What follows belongs to an exercise in optimizing a design on an open flow for small area; a production flow would make more cautious choices. In this exercise RTL edits were held to simulation tests only and were not proved equivalent to the original. Power figures rest on the tool's default switching activity, not on a simulated workload.

$ cat config.mk
export PLATFORM = sky130hd
export DESIGN_NAME = branch_predictor
export DESIGN_NICKNAME = branch_predictor
export VERILOG_FILES = /design/flow/design.v
export SDC_FILE = /design/flow/constraint.sdc
export NUM_CORES = 4
export LEC_CHECK = 0
export ABC_AREA = 1
export CAP_MARGIN = 20
export CORE_MARGIN = 2
export CORE_UTILIZATION = 55
export SETUP_SLACK_MARGIN = 0.2
export SLEW_MARGIN = 20
$ cat constraint.sdc
create_clock -name core_clock -period 9.0 [get_ports {clk}]
set_input_delay 1.8000 -clock core_clock [delete_from_list [all_inputs] [get_ports {clk}]]
set_output_delay 1.8000 -clock core_clock [all_outputs]
set_load 0.01 [all_outputs]
$ cat design.v
package branch_predictor_pkg;
  localparam int BP_cnt_len = 2;
  localparam int BP_DEFAULT_ENTRIES = 16;
  typedef enum logic [BP_cnt_len-1:0] {
    BP_SN = 2'b00,
    BP_WN = 2'b01,
    BP_WT = 2'b10,
    BP_ST = 2'b11
  } bp_cnt_e;
endpackage
module bp_sat_counter (
  input  logic [branch_predictor_pkg::BP_cnt_len-1:0] cnt,
  input  logic                                        taken,
  output logic [branch_predictor_pkg::BP_cnt_len-1:0] cnt_next
);
  always_comb begin
    cnt_next = cnt;
    if (taken) begin
      if (cnt != branch_predictor_pkg::BP_ST) cnt_next = cnt + 2'd1;
    end else begin
      if (cnt != branch_predictor_pkg::BP_SN) cnt_next = cnt - 2'd1;
    end
  end
endmodule
module branch_predictor
#(
  parameter int BP_ENTRIES = branch_predictor_pkg::BP_DEFAULT_ENTRIES
) (
  input  logic        clk,
  input  logic        rst_n,
  input  logic [31:0] if_pc,
  output logic        pred_taken,
  output logic [31:0] pred_target,
  input  logic        upd_valid,
  input  logic [31:0] upd_pc,
  input  logic        upd_taken,
  input  logic [31:0] upd_target,
  input  logic        upd_pred_taken,
  input  logic [31:0] upd_pred_target,
  output logic        redirect_valid,
  output logic [31:0] redirect_pc,
  output logic [31:0] stat_branches,
  output logic [31:0] stat_mispredicts
);
  localparam int IDX   = $clog2(BP_ENTRIES);
  localparam int TAG_W = 30 - IDX;
  logic             valid_q  [BP_ENTRIES];
  logic             c1_q     [BP_ENTRIES];    
  logic             c0_q     [BP_ENTRIES];    
  logic [TAG_W-1:0] tag_q    [BP_ENTRIES];
  logic [31:0]      target_q [BP_ENTRIES];
  logic [IDX-1:0]   rd_idx;
  logic [TAG_W-1:0] rd_tag;
  logic [IDX-1:0]   up_idx;
  logic [TAG_W-1:0] up_tag;
  logic             up_hit;
  logic             mispredict_p0;
  logic             unused_pc_lsbs;
  assign unused_pc_lsbs = &{1'b0, if_pc[1:0]};
  assign rd_idx = if_pc[IDX+1:2];
  assign rd_tag = if_pc[31:IDX+2];
  assign up_idx = upd_pc[IDX+1:2];
  assign up_tag = upd_pc[31:IDX+2];
  assign pred_taken  = c1_q[rd_idx] && (tag_q[rd_idx] == rd_tag);
  assign pred_target = pred_taken ? target_q[rd_idx] : 32'd0;
  assign up_hit        = valid_q[up_idx] && (tag_q[up_idx] == up_tag);
  assign mispredict_p0 = upd_valid &&
                         ((upd_taken != upd_pred_taken) ||
                          (upd_taken && (upd_target != upd_pred_target)));
  for (genvar i = 0; i < BP_ENTRIES; i++) begin : g_ent
    logic sel, wr_tt, wr_cnt;
    logic [1:0] cnt_next;
    assign sel    = upd_valid && (up_idx == i[IDX-1:0]);
    assign wr_tt  = sel && upd_taken;
    assign wr_cnt = sel && (up_hit || upd_taken);
    bp_sat_counter u_sat_counter (
      .cnt      ({c1_q[i], c0_q[i]}),
      .taken    (upd_taken),
      .cnt_next (cnt_next)
    );
    always_ff @(posedge clk or negedge rst_n) begin
      if (!rst_n) begin
        valid_q[i] <= 1'b0;
        c1_q[i]    <= 1'b0;
      end else begin
        if (wr_tt) valid_q[i] <= 1'b1;
        if (wr_cnt) c1_q[i] <= up_hit ? cnt_next[1] : 1'b1;
      end
    end
    always_ff @(posedge clk) begin
      if (wr_cnt) c0_q[i] <= up_hit ? cnt_next[0] : 1'b0;
      if (wr_tt) begin
        tag_q[i]    <= up_tag;
        target_q[i] <= upd_target;
      end
    end
  end
  always_ff @(posedge clk or negedge rst_n) begin
    if (!rst_n) begin
      redirect_valid <= 1'b0;
      redirect_pc    <= 32'd0;
    end else begin
      redirect_valid <= mispredict_p0;
      if (mispredict_p0)
        redirect_pc <= upd_taken ? upd_target : {upd_pc[31:3] + 29'd1, upd_pc[2:0]};
    end
  end
  always_ff @(posedge clk or negedge rst_n) begin
    if (!rst_n) begin
      stat_branches    <= 32'd0;
      stat_mispredicts <= 32'd0;
    end else begin
      if (upd_valid && !(&stat_branches))       stat_branches    <= stat_branches + 32'd1;
      if (mispredict_p0 && !(&stat_mispredicts)) stat_mispredicts <= stat_mispredicts + 32'd1;
    end
  end
endmodule
$ cat flow/run.sh
#!/bin/bash
# Own layout flow: the standard flow, with three changes that only affect
# how the layout is built:
#  1. synthesis uses an area-oriented ABC mapping script (flow/abc_area.script)
#     in place of ORFS's; everything before ABC (incl. flip-flop mapping) and
#     after it is ORFS's/the standard synthesis, so registers are unchanged;
#  2. port buffers are sky130_fd_sc_hd__buf_1 instead of the default choice;
#  3. CTS uses smaller clock buffers, larger sink clusters and no dummy loads.
set -euo pipefail
W=$(pwd)
rm -rf "$W/scripts_area"
cp -r "$FLOW_HOME/scripts" "$W/scripts_area"
cp "$W/flow/abc_area.script" "$W/scripts_area/abc_area.script"
SCRIPTS_DIR="$W/scripts_area" bash "$W/standard.sh" synth > "$W/synth.log" 2>&1
export BUFFER_PORTS_ARGS="-buffer_cell sky130_fd_sc_hd__buf_1"
export CTS_ARGS="-sink_clustering_enable -repair_clock_nets -dont_use_dummy_load -root_buf sky130_fd_sc_hd__clkbuf_16 -buf_list sky130_fd_sc_hd__clkbuf_8 -sink_clustering_size 14 -sink_clustering_max_diameter 50"
bash "$W/standard.sh" > "$W/layout.log" 2>&1
$ cat flow/abc_area.script
strash
ifraig
dc2
strash
&get -n
&st
&dch -f
&nf -a -F 5 -A 5
&put
$ cat standard.sh
#!/bin/bash
# synth_recipe.tcl (not shown) runs the flow's synth.tcl, then flattens the netlist and writes it again
# the make line also repeats each setting of config.mk as NAME=value (left out here)
make -C /OpenROAD-flow-scripts/flow DESIGN_CONFIG=/design/flow/config.mk WORK_HOME=/design/flow/orfs CLKGATE_MAP_FILE= SYNTH_SCRIPT=/design/flow/synth_recipe.tcl "${@:-finish}"
==> results of run 1 <==
## state kept, by name (all words and copies together) (netlist names)
signal / flops
target_q: 512
c1_q: 16
c0_q: 16
valid_q: 16
stat_branches: 32
stat_mispredicts: 32
redirect_pc: 32
tag_q: 416
redirect_valid: 1
## per-stage QoR
stage               setup slack, ps  hold slack, ps  total power [W]
detailed placement            625.0           460.4         0.006483
CTS                           649.4           471.8         0.009196
global placement              706.1           452.2         0.006459
global route                  412.3           487.1         0.009443
floorplan                     544.3           433.6         0.006060
finish                        306.9           471.1         0.009201
## final timing paths
path	depth (start not counted)	slack, ps	start	end
min in group asynchronous	1	1310	rst_n	stat_branches[16]
worst max register to register	9	4560	tag_q[3][7]	c0_q[13]
worst min register to register	1	470	valid_q[1]	valid_q[1]
max in group asynchronous	2	6130	rst_n	redirect_pc[20]
worst max-delay path	14	310	if_pc[4]	pred_target[24]
worst min-delay path	1	470	valid_q[1]	valid_q[1]
## critical path, cell delays in order
cell	delay, ps
buf_1	520
nand2b_1	430
nor2_4	900
a222oi_1	290
nand3_1	140
nor2_1	60
nand2_1	210
o21ai_0	130
a221oi_1	380
nand4_1	370
or4b_2	770
buf_12	220
a31oi_1	380
buf_1	200
## area by class of cell
type | instances | area [sq um] | area share [%]
Tap cell | 1030 | 1289 | 2.682
Antenna cell | 2 | 5.005 | 0.01041
Timing Repair Buffer | 408 | 2215 | 4.608
Inverter | 67 | 257.7 | 0.5363
Multi-Input combinational cell | 1554 | 11050 | 22.98
Clock buffer | 114 | 1670 | 3.476
Sequential cell | 1073 | 31580 | 65.70
## synth_stat cells, drive strengths merged (3+ instances only)
library cell,number,share of area [%]
xnor2,76,1.6
nand4,74,1.1
dfrtp,129,7.6
a22oi,161,2.8
a21o,11,0.19
nor4,34,0.50
nand3,83,0.98
nand2,189,1.7
o2111ai,3,0.062
a41oi,3,0.062
nor4b,6,0.12
and4,23,0.47
nor2b,3,0.044
mux2,7,0.19
nor3b,3,0.053
nor3,41,0.48
nor2,170,1.5
and4b,4,0.094
o2bb2ai,6,0.12
a222oi,285,6.7
nand2b,9,0.13
a21oi,51,0.60
mux2i,14,0.33
a211oi,20,0.35
edfxtp,944,67
a22o,20,0.41
xor2,38,0.78
o211ai,5,0.088
a31oi,33,0.49
o21ai,38,0.45
o22ai,11,0.16
and2,11,0.16
o21a,8,0.14
o311ai,3,0.062
a221oi,53,1.1
nor4bb,7,0.16
and3,17,0.25
clkinv,67,0.59
or2,12,0.18
ha,3,0.088
## kinds of logic (layout without fill, tap and decap cells)
family	after synthesis	after routing	synth area share, %
AO/OA/AOI/OAI	725	725	14.14
XOR/XNOR	114	114	2.350
adder cells (fa/ha/maj)	3	3	0.08836
buffers and inverters	67	589	0.5919
flip-flops	1073	1073	74.32
multiplexers	21	21	0.5154
other	0	2	0
AND/OR/NAND/NOR	691	691	7.990
## layer usage
layer | vias to the layer above | global-route usage, % | routed length [um]
li1 | 12518 | - | -
met1 | 15546 | 52.20 | 54330
met2 | 2730 | 58.74 | 69450
met3 | 520 | 9.853 | 22950
met4 | 12 | 17.72 | 7562
met5 | - | 0 | 77
## placed cells by master (no fill, tap or decap), types with 38 or more instances in the layout
| cell | instances |
|---|---|
| edfxtp_1 | 944 |
| a222oi_1 | 285 |
| buf_1 | 258 |
| nand2_1 | 189 |
| a22oi_1 | 161 |
| nor2_1 | 153 |
| buf_4 | 138 |
| dfrtp_1 | 129 |
| clkbuf_8 | 105 |
| nand3_1 | 83 |
| xnor2_1 | 76 |
| nand4_1 | 74 |
| clkinv_1 | 61 |
| a221oi_1 | 53 |
| a21oi_1 | 51 |
| xor2_1 | 38 |
| o21ai_0 | 38 |
## report_power, final
| part | internal (W) | switching (W) |
|---|---|---|
| sequential | 0.00554 | 0.0000912 |
| combinational | 0.000244 | 0.000525 |
| clock | 0.00122 | 0.00159 |
==> flow_metrics.py, run 1 <==
metrics = {
    "place": {
        "io_buffers": 260,
        "dp_cells": 4132,
        "dp_hpwl_mm": 86.57,
        "dpl_cell_area_sq_mm": 0.04638,
        "globalplace.congestion": 0.9115,
    },
    "die": {
        "rows": 101,
        "die_x_um": 281.9,
        "start_util_pct": 55.75,
        "die_y_um": 281.9,
        "die_area_sq_mm": 0.07949,
        "boundaryPins": 263,
        "core_area_sq_mm": 0.07620,
    },
    "logic_synthesis": {
        "ys_seq_area_share_pct": 74.32,
        "netlist_area_sq_mm": 0.04249,
        "ys.flop_type": "edfxtp_1",
        "ys_async_sr_fraction_pct": 12.02,
        "ys_seq_elements": 1073,
        "syn_area_per_cell_sq_um": 15.77,
        "yosys_warnings": 7,
        "synth_fp_nets": 2830,
        "synth_edf_count": 944,
        "netlist_instances": 2694,
        "synth_cell_types": 54,
    },
    "grt": {
        "grt_pass1_vias": 30664,
        "overflow": 0,
        "grtUsageTotal_pct": 38.45,
        "antenna_found_initial": 8,
        "grt_pass1_wl_mm": 214.8,
        "grt_start_max_net_pins": 71,
    },
    "setup_path": {
        "cp.arrival_ps": 6890,
        "critPathKind": "in -> out",
        "end_kind": "output port",
        "start_kind": "input port",
        "cp.required_ps": 7200,
        "worst-path-max-fanout": 33,
    },
    "drt": {
        "routed_wl_mm": 154.4,
        "vias_per_cell": 7.374,
        "vias": 31326,
        "drtIter0Drc": 7059,
        "route.detailed.drc": 0,
        "antenna_left": 0,
        "first_pass_iters": 12,
        "routedWlPerCell_um": 36.34,
    },
    "final_layout": {
        "final_nets": 3354,
        "fin_util_pct": 63.07,
        "drive_gt1_share_pct": 9.670,
        "post-route-cell-area_sq_mm": 0.04806,
        "fillers": 5729,
        "area_growth_pct": 13.11,
        "finalNonFillerCells": 4248,
    },
    "clock_tree": {
        "cts-htree-levels": 3,
        "post_cts_buffers": 0,
        "cts_tree": "built",
        "ctsResizeCount": 0,
        "cts_root_buf": "clkbuf_16",
        "cts_sinks": 1073,
        "clk_path_buf_depth": 3,
        "clk_pin_slew_ps": 50,
        "ctsHoldBuffers": 0,
        "worstSkewPairLatency_ps": 660,
        "cts_buffers": 114,
    },
    "timing": {
        "finClkSkew_ps": 48.15,
        "finalSetupTns_ps": 0,
        "rsz0062_at_grt": "false",
        "fmax_mhz": 115.0,
        "period_share_pct": 96.59,
        "finalHoldViolCount": 0,
        "maxSlewHeadroom_pct": 20.94,
        "slew_violations": 0,
        "tightest_slew_ps": 1186,
        "min_period_ps": 8693,
        "setup_violations": 0,
    },
    "flow_run": {
        "maxCapViolations": 0,
    },
    "power_and_ir_drop": {
        "vdd_drop_max_uv": 172.3,
        "p_per_area_mw_per_mm2": 191.5,
        "power.leakage_nw": 15.40,
    },
    "status": {
        "status": "timing/DRC/antenna clean",
    },
    "worst_hold_path": {
        "hold_class": "reg -> reg",
    },
}
==> run 2, diff against run 1 <==
--- a/flow/run.sh
+++ b/flow/run.sh
@@ -13,5 +13,5 @@
 cp "$W/flow/abc_area.script" "$W/scripts_area/abc_area.script"
 SCRIPTS_DIR="$W/scripts_area" bash "$W/standard.sh" synth > "$W/synth.log" 2>&1
 export BUFFER_PORTS_ARGS="-buffer_cell sky130_fd_sc_hd__buf_1"
-export CTS_ARGS="-sink_clustering_enable -repair_clock_nets -dont_use_dummy_load -root_buf sky130_fd_sc_hd__clkbuf_16 -buf_list sky130_fd_sc_hd__clkbuf_8 -sink_clustering_size 14 -sink_clustering_max_diameter 50"
+export CTS_ARGS="-sink_clustering_enable -repair_clock_nets -dont_use_dummy_load -buf_list sky130_fd_sc_hd__clkbuf_16 -sink_clustering_size 20 -sink_clustering_max_diameter 60"
 bash "$W/standard.sh" > "$W/layout.log" 2>&1
--- a/config.mk
+++ b/config.mk
@@ -6,8 +6,8 @@
 export NUM_CORES = 4
 export LEC_CHECK = 0
 export ABC_AREA = 1
-export CAP_MARGIN = 20
+export CAP_MARGIN = 10
 export CORE_MARGIN = 2
 export CORE_UTILIZATION = 55
 export SETUP_SLACK_MARGIN = 0.2
-export SLEW_MARGIN = 20
+export SLEW_MARGIN = 10
==> flow_metrics.py, run 2 <==
metrics = {
    "drt": {
        "routed_wl_mm": 153.7,
        "routedWlPerCell_um": 36.51,
        "first_pass_iters": 12,
        "antenna_left": 0,
        "route.detailed.drc": 0,
        "vias": 31184,
        "vias_per_cell": 7.409,
        "drtIter0Drc": 7292,
    },
    "grt": {
        "grt_pass1_wl_mm": 213.6,
        "grtUsageTotal_pct": 38.33,
        "grt_start_max_net_pins": 71,
        "grt_pass1_vias": 30191,
        "antenna_found_initial": 5,
        "overflow": 0,
    },
    "logic_synthesis": {
        "synth_fp_nets": 2830,
        "synth.most_common_cell": "edfxtp_1",
        "ys_async_sr_fraction_pct": 12.02,
        "synth_cell_types": 54,
        "ys_seq_elements": 1073,
        "yosys_warnings": 7,
        "synthTopCellsByArea": "edfxtp_1, dfrtp_1, a222oi_1",
        "synthTopCellsByCount": "edfxtp_1, a222oi_1, nand2_1",
        "ys.flop_type": "edfxtp_1",
        "netlist_instances": 2694,
        "netlist_area_sq_mm": 0.04249,
        "ys_seq_area_share_pct": 74.32,
        "yosysTopAreaCell": "edfxtp_1",
        "syn_area_per_cell_sq_um": 15.77,
        "synth_top_area_share_pct": 66.72,
        "synth_edf_count": 944,
    },
    "setup_path": {
        "slowest_delay_ps": 750,
        "cp.buffers_inverters": 4,
        "path_cells": "buf_1, nand2_1, nor3_4, buf_4, a222oi_1, nand4_1, a211oi_1, xor2_1, nand3_1, or4b_2, buf_12, a31oi_1, buf_1",
        "cp.required_ps": 7200,
        "crit_slowest_cell": "or4b_2",
        "cp.arrival_ps": 6740,
        "worst-path-max-fanout": 33,
        "crit_top_cell": "buf_1",
        "start_kind": "input port",
        "critPathKind": "in -> out",
        "path_delay_family": "simple AND/OR/NAND/NOR gates",
        "end_kind": "output port",
    },
    "clock_tree": {
        "cts_root_buf": "clkbuf_16",
        "worstSkewPairLatency_ps": 650,
        "clk_pin_slew_ps": 60,
        "ctsHoldBuffers": 0,
        "cts_sinks": 1073,
        "cts_buffers": 76,
        "post_cts_buffers": 0,
        "ctsResizeCount": 0,
        "clk_path_buf_depth": 3,
        "cts-htree-levels": 3,
        "cts_tree": "built",
    },
    "timing": {
        "period_share_pct": 94.94,
        "rsz0062_at_grt": "false",
        "slew_violations": 0,
        "finClkSkew_ps": 52.82,
        "finalSetupTns_ps": 0,
        "holdWs_ps": 467.6,
        "finalHoldViolCount": 0,
        "min_period_ps": 8544,
        "tightest_slew_ps": 1421,
        "fmax_mhz": 117.0,
        "maxSlewHeadroom_pct": 5.178,
        "setup_violations": 0,
    },
    "die": {
        "core_area_sq_mm": 0.07620,
        "boundaryPins": 263,
        "start_util_pct": 55.75,
        "rows": 101,
        "die_x_um": 281.9,
        "die_area_sq_mm": 0.07949,
        "die_y_um": 281.9,
    },
    "flow_run": {
        "maxCapViolations": 0,
    },
    "final_layout": {
        "fillers": 5682,
        "area_growth_pct": 13.62,
        "final_nets": 3315,
        "largest-register": "target_q",
        "top_regs": "target_q (512), tag_q (416)",
        "final_common_cell": "edfxtp_1",
        "final_cell_mix": "edfxtp_1, a222oi_1, buf_1, nand2_1, a22oi_1",
        "drive_gt1_share_pct": 8.562,
        "largest_reg_flops": 512,
    },
    "place": {
        "dp_hpwl_mm": 86.50,
        "io_buffers": 260,
        "globalplace.congestion": 0.9115,
    },
    "power_and_ir_drop": {
        "vdd_drop_max_uv": 131.9,
        "power.leakage_nw": 15.46,
        "design_power_total_w": 0.009469,
        "p_per_area_mw_per_mm2": 196.2,
    },
    "status": {
        "status": "timing/DRC/antenna clean",
    },
    "worst_hold_path": {
        "hold_class": "reg -> reg",
    },
}
==> run 2: cell counts after synthesis <==
No cell type changed its count.
==> run 2: path summary, 6_finish.rpt <==
check,startpoint,to,slack [ps],depth (start not counted)
setup / recovery,if_pc[3],pred_target[24],460,13
hold / removal,valid_q[13],valid_q[13],470,1
setup reg to reg,tag_q[3][7],c0_q[13],4460,9
hold reg to reg,valid_q[13],valid_q[13],470,1
max in group asynchronous,rst_n,redirect_pc[28],6100,2
min in group asynchronous,rst_n,stat_branches[18],1320,1
==> run 2: cell families (layout without fill, tap and decap cells) <==
| logic type | after synthesis | in the layout | share of synthesized area [%] |
|---|---|---|---|
| DFF | 1073 | 1073 | 74.32 |
| AOI/OAI and AO/OA | 725 | 725 | 14.14 |
| and+or+nand+nor | 691 | 691 | 7.990 |
| other | 0 | 2 | 0 |
| adders and majority gates | 3 | 3 | 0.08836 |
| muxes | 21 | 21 | 0.5154 |
| buffers and inverters | 67 | 550 | 0.5919 |
| xor gates and xnor gates | 114 | 114 | 2.350 |
==> run 2: area by class of cell <==
type | count | area [sq um] | share of cell area, %
clock buffer | 76 | 1902 | 3.940
antenna | 2 | 5.005 | 0.01037
timing repair buffer | 407 | 2200 | 4.557
sequential | 1073 | 31580 | 65.41
multi-input combinational | 1554 | 11050 | 22.88
inverter | 67 | 257.7 | 0.5339
tap | 1030 | 1289 | 2.670
==> run 2: per-layer routing <==
layer  vias up  global-route usage [%]  routed length, um
met3       506                   9.330              22090
met2      2728                   58.99              69010
li1      12473                       -                  -
met4         8                   16.65               7798
met5         -                       0                 46
met1     15469                   52.44              54720
==> run 2: metrics by stage <==
| stage | cell area (sq um) | cells | worst slack (ps) | utilization [%] |
|---|---|---|---|---|
| 2_1_floorplan | 42540 | 2694 | 544.3 | - |
| 3_3_place_gp | 46370 | 4131 | 706.1 | 60.85 |
| 3_5_place_dp | 46370 | 4131 | 675.4 | 60.85 |
| 4_1_cts | 48270 | 4207 | 654.5 | 63.34 |
| 5_1_grt | 48270 | 4208 | 472.3 | 63.35 |
| 6_report | 48270 | 4209 | 455.7 | 63.35 |
==> run 2: power breakdown <==
group          switching, W  internal, W  total, W
Clock               0.00158      0.00149   0.00307
Sequential        0.0000904      0.00554   0.00563
Combinational      0.000525     0.000244  0.000769
==> run 3, diff against run 2 <==
--- a/design.v
+++ b/design.v
@@ -67,28 +67,30 @@
   assign mispredict_p0 = upd_valid &&
                          ((upd_taken != upd_pred_taken) ||
                           (upd_taken && (upd_target != upd_pred_target)));
+  logic [1:0] up_cnt, up_cnt_next, wr_cnt_val;
+  assign up_cnt = {c1_q[up_idx], c0_q[up_idx]};
+  bp_sat_counter u_sat_counter (
+    .cnt      (up_cnt),
+    .taken    (upd_taken),
+    .cnt_next (up_cnt_next)
+  );
+  assign wr_cnt_val = up_hit ? up_cnt_next : 2'b10;
   for (genvar i = 0; i < BP_ENTRIES; i++) begin : g_ent
     logic sel, wr_tt, wr_cnt;
-    logic [1:0] cnt_next;
     assign sel    = upd_valid && (up_idx == i[IDX-1:0]);
     assign wr_tt  = sel && upd_taken;
     assign wr_cnt = sel && (up_hit || upd_taken);
-    bp_sat_counter u_sat_counter (
-      .cnt      ({c1_q[i], c0_q[i]}),
-      .taken    (upd_taken),
-      .cnt_next (cnt_next)
-    );
     always_ff @(posedge clk or negedge rst_n) begin
       if (!rst_n) begin
         valid_q[i] <= 1'b0;
         c1_q[i]    <= 1'b0;
       end else begin
         if (wr_tt) valid_q[i] <= 1'b1;
-        if (wr_cnt) c1_q[i] <= up_hit ? cnt_next[1] : 1'b1;
+        if (wr_cnt) c1_q[i] <= wr_cnt_val[1];
       end
     end
     always_ff @(posedge clk) begin
-      if (wr_cnt) c0_q[i] <= up_hit ? cnt_next[0] : 1'b0;
+      if (wr_cnt) c0_q[i] <= wr_cnt_val[0];
       if (wr_tt) begin
         tag_q[i]    <= up_tag;
         target_q[i] <= upd_target;
--- a/flow/run.sh
+++ b/flow/run.sh
@@ -13,5 +13,5 @@
 cp "$W/flow/abc_area.script" "$W/scripts_area/abc_area.script"
 SCRIPTS_DIR="$W/scripts_area" bash "$W/standard.sh" synth > "$W/synth.log" 2>&1
 export BUFFER_PORTS_ARGS="-buffer_cell sky130_fd_sc_hd__buf_1"
-export CTS_ARGS="-sink_clustering_enable -repair_clock_nets -dont_use_dummy_load -buf_list sky130_fd_sc_hd__clkbuf_16 -sink_clustering_size 20 -sink_clustering_max_diameter 60"
+export CTS_ARGS="-sink_clustering_enable -repair_clock_nets -dont_use_dummy_load -root_buf sky130_fd_sc_hd__clkbuf_16 -buf_list sky130_fd_sc_hd__clkbuf_8 -sink_clustering_size 14 -sink_clustering_max_diameter 50"
 bash "$W/standard.sh" > "$W/layout.log" 2>&1
--- a/config.mk
+++ b/config.mk
@@ -6,8 +6,8 @@
 export NUM_CORES = 4
 export LEC_CHECK = 0
 export ABC_AREA = 1
-export CAP_MARGIN = 10
+export CAP_MARGIN = 20
 export CORE_MARGIN = 2
 export CORE_UTILIZATION = 55
 export SETUP_SLACK_MARGIN = 0.2
-export SLEW_MARGIN = 10
+export SLEW_MARGIN = 20
==> flow_metrics.py, run 3 <==
metrics = {
    "drt": {
        "top_layer_used": "met5",
        "wl_met3_mm": 23.49,
        "routed_wl_mm": 152.9,
        "wl_met1_mm": 55.39,
        "vias_per_cell": 7.532,
        "vias": 30459,
        "routedWlPerCell_um": 37.80,
        "antenna_left": 0,
        "route.met2.wl_mm": 66.70,
        "first_pass_iters": 14,
        "drtIter0Drc": 7207,
        "route.detailed.drc": 0,
    },
    "setup_path": {
        "worst-r2r-setup-slack_ps": 5290,
        "cp.required_ps": 7200,
        "critPathKind": "in -> out",
        "crit_end": "pred_target[31]",
        "end_kind": "output port",
        "startpoint": "if_pc[4]",
        "cp.arrival_ps": 6510,
        "worst-path-max-fanout": 33,
        "start_kind": "input port",
        "r2r-start": "stat_mispredicts[0]",
        "r2r_end": "stat_mispredicts[31]",
        "reg2reg_depth": 13,
    },
    "final_layout": {
        "final_common_cell": "edfxtp_1",
        "final_nets": 3212,
        "largest-register": "target_q",
        "fillers": 5574,
        "largest_reg_flops": 512,
        "top_regs": "target_q (512), tag_q (416)",
        "drive_gt1_share_pct": 10.15,
        "area_growth_pct": 12.91,
        "final_cell_mix": "edfxtp_1, a222oi_1, buf_1, nand2_1, a22oi_1",
        "finalNonFillerCells": 4044,
    },
    "logic_synthesis": {
        "synth_top_area_share_pct": 67.94,
        "synthTopCellsByArea": "edfxtp_1, dfrtp_1, a222oi_1",
        "ys.flop_type": "edfxtp_1",
        "ys_seq_elements": 1073,
        "netlist_instances": 2560,
        "ys_seq_area_share_pct": 75.68,
        "synth_fp_nets": 2696,
        "ys_async_sr_fraction_pct": 12.02,
        "yosys_warnings": 7,
        "synth_edf_count": 944,
        "synth_cell_types": 48,
        "syn_area_per_cell_sq_um": 16.30,
        "yosysTopAreaCell": "edfxtp_1",
        "netlist_area_sq_mm": 0.04172,
        "synthTopCellsByCount": "edfxtp_1, a222oi_1, nand2_1",
        "synth.most_common_cell": "edfxtp_1",
    },
    "timing": {
        "fin_ws_ps": 685.1,
        "maxSlewHeadroom_pct": 19.34,
        "tightest_slew_ps": 1206,
        "finalHoldViolCount": 0,
        "fmax_mhz": 120.3,
        "period_share_pct": 92.39,
        "rsz0062_at_grt": "false",
        "finClkSkew_ps": 66.82,
        "finalSetupTns_ps": 0,
        "min_period_ps": 8315,
        "setup_violations": 0,
        "slew_violations": 0,
    },
    "die": {
        "die_area_sq_mm": 0.07808,
        "core_area_sq_mm": 0.07482,
        "boundaryPins": 263,
        "rows": 100,
        "die_x_um": 279.4,
        "start_util_pct": 55.76,
        "die_y_um": 279.4,
    },
    "clock_tree": {
        "cts_tree": "built",
        "ctsHoldBuffers": 0,
        "clk_path_buf_depth": 3,
        "cts_sinks": 1073,
        "cts_root_buf": "clkbuf_16",
        "clk_pin_slew_ps": 50,
        "post_cts_buffers": 0,
        "ctsResizeCount": 0,
        "cts_buffers": 112,
        "cts-htree-levels": 3,
        "worstSkewPairLatency_ps": 650,
    },
    "flow_run": {
        "maxCapViolations": 0,
    },
    "grt": {
        "antenna_found_initial": 5,
        "grt_pass1_wl_mm": 213.5,
        "grt_start_max_net_pins": 76,
        "grt_pass1_vias": 29810,
        "grtUsageTotal_pct": 38.71,
        "overflow": 0,
    },
    "power_and_ir_drop": {
        "p_sw_share_pct": 24.11,
        "power.leakage_nw": 15.17,
        "pwr-share-clk_pct": 30.2,
        "p_seq_share_pct": 61.5,
        "vdd_drop_max_uv": 143.6,
        "power_frac_comb_pct": 8.3,
        "power.switching_w": 0.002218,
        "internal_power_w": 0.006980,
        "p_per_area_mw_per_mm2": 195.2,
    },
    "status": {
        "status": "timing/DRC/antenna clean",
    },
    "place": {
        "dp_hpwl_mm": 86.93,
        "globalplace.congestion": 0.9357,
        "io_buffers": 260,
        "dpl_worst_slack_ps": 873.0,
        "dp_cells": 3931,
    },
    "worst_hold_path": {
        "hold_class": "reg -> reg",
    },
}
## run 3: cells by family after synthesis
kind of cell    after synthesis  share of synthesized area (%)
compound gates              693                          14.01
buf+inv                      28                         0.2519
xor+xnor                     88                          1.847
mux                          26                         0.6838
fa+ha+maj                     3                        0.08998
flops                      1073                          75.68
simple gates                649                          7.437
## run 3: layout make-up
type | count | area, sq um | share of cell area [%]
clock buffer | 112 | 1643 | 3.487
sequential | 1073 | 31580 | 67.02
inverter | 28 | 105.1 | 0.2231
antenna | 1 | 2.502 | 0.005312
multi-input combinational | 1459 | 10410 | 22.10
timing repair buffer | 402 | 2158 | 4.581
tap | 969 | 1212 | 2.574
## run 3: worst min-delay path by stage
stage / startpoint / endpoint / slack (ps) / depth (start not counted)
finish: valid_q[4] / valid_q[4] / 480 / 1
global route: valid_q[1] / valid_q[1] / 490 / 1
CTS: valid_q[4] / valid_q[4] / 480 / 1
detailed placement: valid_q[7] / valid_q[7] / 470 / 1
global placement: valid_q[12] / valid_q[12] / 460 / 1
floorplan: valid_q[13] / valid_q[13] / 440 / 1
## run 3: worst max-delay path, stage by stage
cell and delay, ps:
buf_1 470, nand2b_1 390, nor3_4 1010, buf_4 390, a222oi_1 120, nand3_1 130
nor2_1 90, a22o_1 240, a221oi_1 260, o2111ai_1 160, nor4_1 390, nand3_2 100
buf_4 330, nor2_1 390, buf_1 190
## run 3: stage by stage
stage	hold slack (ps)	utilization (%)	instance area (sq um)	total power, W
floorplan	442.5	-	41760	0.006071
global placement	458.9	60.69	45410	0.006474
detailed placement	467.5	60.75	45450	0.006497
CTS	484.5	62.95	47100	0.009185
global route	493.5	62.96	47110	0.009439
finish	480.1	62.96	47110	0.009198
## run 3: power groups by stage
stage               logic, W  registers (W)  clock network [W]
floorplan           0.000320        0.00575                  0
global placement    0.000721        0.00575                  0
detailed placement  0.000736        0.00576                  0
CTS                 0.000739        0.00565            0.00279
global route        0.000798        0.00567            0.00297
finish              0.000760        0.00566            0.00278
## run 3: layer usage
metal  track usage (%)  vias to the layer above
met3             9.850                      520
met1             54.98                    15048
met2             57.52                     2836
li1                  -                    12047
met4             16.11                        8
met5                 0                        -
==> run 4, diff against run 3 <==
--- a/flow/run.sh
+++ b/flow/run.sh
@@ -13,5 +13,5 @@
 cp "$W/flow/abc_area.script" "$W/scripts_area/abc_area.script"
 SCRIPTS_DIR="$W/scripts_area" bash "$W/standard.sh" synth > "$W/synth.log" 2>&1
 export BUFFER_PORTS_ARGS="-buffer_cell sky130_fd_sc_hd__buf_1"
-export CTS_ARGS="-sink_clustering_enable -repair_clock_nets -dont_use_dummy_load -root_buf sky130_fd_sc_hd__clkbuf_16 -buf_list sky130_fd_sc_hd__clkbuf_8 -sink_clustering_size 14 -sink_clustering_max_diameter 50"
+export CTS_ARGS="-sink_clustering_enable -repair_clock_nets -dont_use_dummy_load -root_buf sky130_fd_sc_hd__clkbuf_16 -buf_list sky130_fd_sc_hd__clkbuf_8 -sink_clustering_size 18 -sink_clustering_max_diameter 80"
 bash "$W/standard.sh" > "$W/layout.log" 2>&1
==> flow_metrics.py, run 4 <==
metrics = {
    "final_layout": {
        "largest_reg_flops": 512,
        "final_common_cell": "edfxtp_1",
        "fin_util_pct": 62.19,
        "final_cell_mix": "edfxtp_1, a222oi_1, buf_1, nand2_1, a22oi_1",
        "drive_gt1_share_pct": 8.905,
        "largest-register": "target_q",
        "multi_input_comb_area_sq_mm": 0.01041,
        "final_nets": 3170,
        "fillers": 5593,
        "regArea_sq_mm": 0.03158,
        "top_regs": "target_q (512), tag_q (416)",
        "area_growth_pct": 11.53,
    },
    "setup_path": {
        "r2r-start": "tag_q[3][25]",
        "end_kind": "output port",
        "cp.required_ps": 7200,
        "r2r_end": "c1_q[10]",
        "worst-r2r-setup-slack_ps": 5290,
        "critPathKind": "in -> out",
        "path_cells": "buf_1, nand2b_1, nor2_4, buf_4, a22oi_1, nand3_1, a211oi_1, xor2_1, nand3_1, nor4_1, nand3_2, buf_4, a31oi_1, buf_1",
        "cp.buffers_inverters": 4,
        "crit_slowest_cell": "nor2_4",
        "slowest_delay_ps": 790,
        "path_delay_family": "simple AND/OR/NAND/NOR gates",
        "start_kind": "input port",
        "worst-path-max-fanout": 33,
        "cp.arrival_ps": 6520,
        "reg2reg_depth": 11,
    },
    "grt": {
        "grt_start_max_net_pins": 76,
        "overflow": 0,
        "grt_pass1_vias": 29390,
        "antenna_found_initial": 6,
        "grt_pass1_wl_mm": 212.4,
        "grtUsageTotal_pct": 38.56,
    },
    "drt": {
        "routedWlPerCell_um": 38.00,
        "antenna_left": 0,
        "vias_per_cell": 7.563,
        "vias": 30266,
        "drtIter0Drc": 7555,
        "first_pass_iters": 12,
        "route.detailed.drc": 0,
        "routed_wl_mm": 152.1,
    },
    "logic_synthesis": {
        "syn_area_per_cell_sq_um": 16.30,
        "synth_edf_count": 944,
        "synthTopCellsByArea": "edfxtp_1, dfrtp_1, a222oi_1",
        "synth.most_common_cell": "edfxtp_1",
        "yosysTopAreaCell": "edfxtp_1",
        "synth_fp_nets": 2696,
        "yosys_warnings": 7,
        "ys.flop_type": "edfxtp_1",
        "ys_seq_area_share_pct": 75.68,
        "ys_async_sr_fraction_pct": 12.02,
        "netlist_instances": 2560,
        "synthTopCellsByCount": "edfxtp_1, a222oi_1, nand2_1",
        "ys_seq_elements": 1073,
        "synth_cell_types": 48,
        "synth_top_area_share_pct": 67.94,
        "netlist_area_sq_mm": 0.04172,
    },
    "die": {
        "die_area_sq_mm": 0.07808,
        "core_area_sq_mm": 0.07482,
        "die_x_um": 279.4,
        "die_y_um": 279.4,
        "start_util_pct": 55.76,
        "boundaryPins": 263,
        "rows": 100,
    },
    "clock_tree": {
        "worstSkewPairLatency_ps": 630,
        "cts_sinks": 1073,
        "cts_root_buf": "clkbuf_16",
        "cts_buffers": 70,
        "clk_pin_slew_ps": 110,
        "clk_path_buf_depth": 3,
        "cts_tree": "built",
        "post_cts_buffers": 0,
        "cts-htree-levels": 3,
        "ctsResizeCount": 0,
        "ctsHoldBuffers": 0,
    },
    "status": {
        "status": "timing/DRC/antenna clean",
    },
    "timing": {
        "finalSetupTns_ps": 0,
        "maxSlewHeadroom_pct": 20.86,
        "slew_violations": 0,
        "period_share_pct": 92.43,
        "finalHoldViolCount": 0,
        "holdWs_ps": 490.7,
        "fmax_mhz": 120.2,
        "min_period_ps": 8319,
        "finClkSkew_ps": 26.29,
        "rsz0062_at_grt": "false",
        "tightest_slew_ps": 1183,
        "setup_violations": 0,
    },
    "flow_run": {
        "maxCapViolations": 0,
    },
    "place": {
        "dp_hpwl_mm": 86.93,
        "globalplace.congestion": 0.9357,
        "io_buffers": 260,
    },
    "power_and_ir_drop": {
        "vdd_drop_max_uv": 150.0,
        "p_per_area_mw_per_mm2": 186.7,
        "power.leakage_nw": 14.86,
    },
    "worst_hold_path": {
        "min_from": "valid_q[7]",
        "hold_end": "valid_q[7]",
        "whs_path_depth": 1,
        "hold_class": "reg -> reg",
    },
}
-- run 4: cell counts after synthesis --
Identical to the previous run, type by type.
-- run 4: through the flow --
step	setup WS [ps]	total power [W]	cells	cell area [sq um]
detailed placement	873.0	0.006497	3931	45450
finish	681.0	0.008687	4002	46530
floorplan	562.7	0.006071	2560	41760
global route	618.4	0.008926	4001	46530
CTS	849.3	0.008682	4001	46520
global placement	981.4	0.006474	3929	45410
-- run 4: cell families after synthesis --
group,share of synthesized area [%]
flops,75.68
mux,0.6838
fa+ha+maj,0.08998
simple gates,7.437
buf+inv,0.2519
xor+xnor,1.847
compound gates,14.01
-- run 4: worst max-delay path by stage --
| stage | cells after the start | slack, ps | to | start |
|---|---|---|---|---|
| 2_1_floorplan | 9 | 560 | pred_target[15] | if_pc[4] |
| 5_1_grt | 14 | 620 | pred_target[2] | if_pc[3] |
| 4_1_cts | 16 | 850 | pred_target[31] | if_pc[4] |
| 6_report | 14 | 680 | pred_target[2] | if_pc[4] |
| 3_5_place_dp | 15 | 870 | pred_target[31] | if_pc[4] |
| 3_3_place_gp | 14 | 980 | pred_target[31] | if_pc[4] |
-- run 4: report_power, final --
group | total (W) | switching (W) | internal (W)
logic | 0.000760 | 0.000525 | 0.000235
clock network | 0.00227 | 0.00147 | 0.000798
registers | 0.00565 | 0.000111 | 0.00554
-- run 4: final cells by class --
class	instances	share of cell area, %
flip-flops and latches	1073	67.86
multi-input cells	1459	22.38
repair buffers	402	4.638
well taps	969	2.606
clock buffers	70	2.288
inverters	28	0.2259
diodes	1	0.005378
-- run 4: routing by layer --
layer	up-vias	global-route usage (%)	wire length, um
li1	11962	-	-
met1	15063	55.20	55310
met2	2756	57.81	66660
met3	473	9.616	23490
met4	12	14.26	6556
met5	-	0	75

-- port drivers added, routing unchanged --
Ports are ideal in the flow. The routed layouts listed here were re-timed in OpenROAD.
Step 1 sets driving cells, clkbuf_16 on the clock port and buf_2 on the other inputs (assumed; they add their load-dependent delay and slew).
Step 2, shift: input delay + t, output delay - t, t = (earliest + latest rising clock arrival at the registers) / 2. This alone moves slack from input paths to output paths.
Slacks: no drivers / after step 1 / after step 2; pairs: no drivers / after step 1.
run | shift t [ns] | slack for setup (ns) | worst setup path after step 2 | slew at the worst register clock pin (ns)
run 1 | 0.696 | 0.307 / 0.191 / 0.191 | input to output | 0.09 / 0.09
run 2 | 0.693 | 0.456 / 0.344 / 0.344 | input to output | 0.08 / 0.08
run 3 | 0.686 | 0.685 / 0.568 / 0.568 | input to output | 0.10 / 0.10
run 4 | 0.672 | 0.681 / 0.568 / 0.568 | input to output | 0.12 / 0.12
After both steps setup and hold are still met in every run listed. For run 3, which loses most, drivers alone change the setup slack by -0.117 ns; drivers and shift together by -0.117 ns.
